This design comes from an exercise in tuning for small area, a short achievable clock period and few clock cycles per item on the open sky130 flow, not from production work. Where RTL was checked, it was by simulation tests only, not by an equivalence proof against the original. Power figures rest on the tool's default switching activity, not on a simulated workload.

Design frequency_ordered_list_top, start of the top module:
module frequency_ordered_list_top (
  input  logic                              clk_i,
  input  logic                              rst_ni,
  input  logic                              in_valid_i,
  output logic                              in_ready_o,
  input  logic [fol_pkg::KEY_W-1:0]         in_key_i,
  output logic                              out_valid_o,
  input  logic                              out_ready_i,
  output logic                              out_hit_o,
  output logic [fol_pkg::POS_W-1:0]         out_old_position_o,
  output logic [fol_pkg::POS_W-1:0]         out_new_position_o,
  output logic [fol_pkg::HIT_COUNT_W-1:0]   out_hit_count_o
);
Size in the first run: ~2000 cells after synthesis, about 220 flip-flops, about 0.014 mm2 of cells after synthesis.
==> flow/config.mk <==
export PLATFORM = sky130hd
export DESIGN_NAME = frequency_ordered_list_top
export DESIGN_NICKNAME = frequency_ordered_list_top
export VERILOG_FILES = /design/flow/design.v
export SDC_FILE = /design/flow/constraint.sdc
export NUM_CORES = 4
export LEC_CHECK = 0
export ABC_AREA = 1
export CAP_MARGIN = 20
export CORE_MARGIN = 2
export CORE_UTILIZATION = 40
export CTS_BUF_LIST = sky130_fd_sc_hd__clkbuf_4 sky130_fd_sc_hd__clkbuf_8
export CTS_CLUSTER_SIZE = 30
export SETUP_SLACK_MARGIN = 2.0
export SLEW_MARGIN = 20
==> flow/constraint.sdc <==
create_clock -name core_clock -period 5.0 [get_ports {clk_i}]
set_input_delay 1.0000 -clock core_clock [delete_from_list [all_inputs] [get_ports {clk_i}]]
set_output_delay 1.0000 -clock core_clock [all_outputs]
set_load 0.01 [all_outputs]
run.sh (not shown) runs the stock make flow with config.mk's settings and CLKGATE_MAP_FILE= SYNTH_SCRIPT=/design/flow/synth_recipe.tcl, a recipe that flattens the netlist after the stock synthesis.
Edit:
--- a/flow/design.v
+++ b/flow/design.v
@@ -9,52 +9,42 @@
   input  logic rst_ni,
   input  logic in_valid_i,
   output logic in_ready_o,
   output logic out_valid_o,
   input  logic out_ready_i,
   output logic k_load_o,    
-  output logic k_from2_o,   
-  output logic k2_load_o,   
   output logic l_load_o,    
   output logic fire_o,      
   output logic l_valid_o    
 );
-  logic k2v_q, kv_q, lv_q, ov_q;
-  logic accept, l_free;
-  assign in_ready_o = !k2v_q;
-  assign accept     = in_valid_i && !k2v_q;
+  logic kv_q, lv_q, ov_q;
+  logic l_free;
   assign fire_o     = lv_q && (!ov_q || out_ready_i);
   assign l_free     = !lv_q || fire_o;
   assign l_load_o   = l_free;
   assign k_load_o   = !kv_q || l_free;
-  assign k_from2_o  = k2v_q;
-  assign k2_load_o  = accept && kv_q && !l_free;
+  assign in_ready_o = k_load_o;
   always_ff @(posedge clk_i or negedge rst_ni) begin
     if (!rst_ni) begin
-      k2v_q <= 1'b0;
-      kv_q  <= 1'b0;
-      lv_q  <= 1'b0;
-      ov_q  <= 1'b0;
+      kv_q <= 1'b0;
+      lv_q <= 1'b0;
+      ov_q <= 1'b0;
     end else begin
-      if (k_load_o) kv_q <= k2v_q || accept;
-      if (k_load_o) k2v_q <= 1'b0;
-      else if (accept) k2v_q <= 1'b1;
+      if (k_load_o) kv_q <= in_valid_i;
       if (l_free) lv_q <= kv_q;
       if (fire_o) ov_q <= 1'b1;
       else if (out_ready_i) ov_q <= 1'b0;
     end
   end
   assign out_valid_o = ov_q;
   assign l_valid_o   = lv_q;
 endmodule
 module fol_datapath (
   input  logic                              clk_i,
   input  logic                              rst_ni,
   input  logic                              k_load_i,
-  input  logic                              k_from2_i,
-  input  logic                              k2_load_i,
   input  logic                              l_load_i,
   input  logic                              fire_i,
   input  logic                              l_valid_i,
   input  logic [fol_pkg::KEY_W-1:0]         key_i,
   output logic                              hit_o,
   output logic [fol_pkg::POS_W-1:0]         old_position_o,
@@ -72,30 +62,28 @@
       for (int i = 0; i + s < CW; i = i + 2 * s) begin
         g[i] = g[i + s] | (!l[i + s] & g[i]);
         l[i] = l[i + s] | (!g[i + s] & l[i]);
       end
     gt_f = g[0];
   endfunction
-  logic [3:0]    k2_q, k_q;       
+  logic [3:0]    k_q;             
   logic [3:0]    l_q;             
   logic [CW:0]   cinc_q;          
   logic [PW-1:0] skey_q [N];      
   logic [CW-1:0] scnt_q [N];      
   logic [N-2:0]  ne_q;            
-  logic [3:0]    key_code, k_d;
+  logic [3:0]    key_code;
   logic [CW-1:0] c_k, c_new;
   logic [CW:0]   cinc_d;
   logic [N-1:0]  kmatch, match, le_p, t2, rng, run, q1, at_d;
   logic          hit;
   logic [PW-1:0] p, d;
   assign key_code = {(key_i >= fol_pkg::KEY_W'(1)) && (key_i <= fol_pkg::KEY_W'(N)),
                      PW'(key_i - fol_pkg::KEY_W'(1))};
-  assign k_d = k_from2_i ? k2_q : key_code;
   always_ff @(posedge clk_i) begin
-    if (k2_load_i) k2_q <= key_code;
-    if (k_load_i)  k_q  <= k_d;
+    if (k_load_i) k_q <= key_code;
   end
   always_comb begin
     c_k = '0;
     for (int i = 0; i < N; i++) begin
       kmatch[i] = k_q[3] && (skey_q[i] == k_q[2:0]);
       c_k       = c_k | (scnt_q[i] & {CW{kmatch[i]}});
@@ -112,13 +100,13 @@
   end
   always_comb begin
     hit   = l_q[3];
     c_new = cinc_q[CW-1:0] | {CW{cinc_q[CW]}};
     for (int i = 0; i < N; i++) begin
       match[i] = hit && (skey_q[i] == l_q[2:0]);
-      t2[i]    = hit && !cinc_q[CW] && gt_f(scnt_q[i], cinc_q[CW-1:0]);
+      t2[i]    = (i < N - 1) && hit && !cinc_q[CW] && gt_f(scnt_q[i], cinc_q[CW-1:0]);
     end
     for (int i = 0; i < N; i++) begin
       le_p[i] = 1'b0;
       for (int m = i; m < N; m++) le_p[i] = le_p[i] | match[m];
     end
     for (int i = 0; i < N; i++) begin
@@ -189,33 +177,29 @@
   input  logic                              out_ready_i,
   output logic                              out_hit_o,
   output logic [fol_pkg::POS_W-1:0]         out_old_position_o,
   output logic [fol_pkg::POS_W-1:0]         out_new_position_o,
   output logic [fol_pkg::HIT_COUNT_W-1:0]   out_hit_count_o
 );
-  logic k_load, k_from2, k2_load, l_load, fire, l_valid;
+  logic k_load, l_load, fire, l_valid;
   fol_ctrl u_ctrl (
     .clk_i      (clk_i),
     .rst_ni     (rst_ni),
     .in_valid_i (in_valid_i),
     .in_ready_o (in_ready_o),
     .out_valid_o(out_valid_o),
     .out_ready_i(out_ready_i),
     .k_load_o   (k_load),
-    .k_from2_o  (k_from2),
-    .k2_load_o  (k2_load),
     .l_load_o   (l_load),
     .fire_o     (fire),
     .l_valid_o  (l_valid)
   );
   fol_datapath u_dp (
     .clk_i         (clk_i),
     .rst_ni        (rst_ni),
     .k_load_i      (k_load),
-    .k_from2_i     (k_from2),
-    .k2_load_i     (k2_load),
     .l_load_i      (l_load),
     .fire_i        (fire),
     .l_valid_i     (l_valid),
     .key_i         (in_key_i),
     .hit_o         (out_hit_o),
     .old_position_o(out_old_position_o),
The new run completed with no timing, DRC or antenna violations. Count of clock-buffer cells in the layout came out lower by 8. Power falls by 17%. Non-clock buffer count came out lower by 14. Global-route usage fell by 2.1 points. Fmax goes down by 1.3%. Critical path depth went down by 1. Die area drops by 3.5%.
Testbench counts after the change, summed over its fixed seeds: cycles 12,024, items 12,000.
Only the layout flow was run in the first run of this note; the RTL was not checked for function there.

afterwards: timing with drivers on the ports:
Ports are ideal in the flow. The routed layouts listed here were re-timed in OpenROAD.
Step 1 assumes that a clkbuf_16 drives the clock port and a buf_2 every other input.
Step 2 adds t to the input delays and takes it off the output delays; t is the mean of the earliest and latest rising clock arrival at the registers after step 1. Input paths then give back, and output paths get back, about the clock's delay inside the block.
Three values: no drivers, after step 1, after step 2; two values: the first two.
run	t, ns	slack for setup (ns)	slew at the worst register clock pin (ns)	worst data-port slew with drivers (ns)
the first run	0.607	2.117 / 2.117 / 1.584	0.06 / 0.06	0.04
the second run	0.607	2.080 / 2.080 / 1.573	0.07 / 0.07	0.04
After both steps setup and hold are still met in every run listed. For the first run, which loses most, drivers alone change the setup slack by 0.000 ns; drivers and shift together by -0.533 ns.
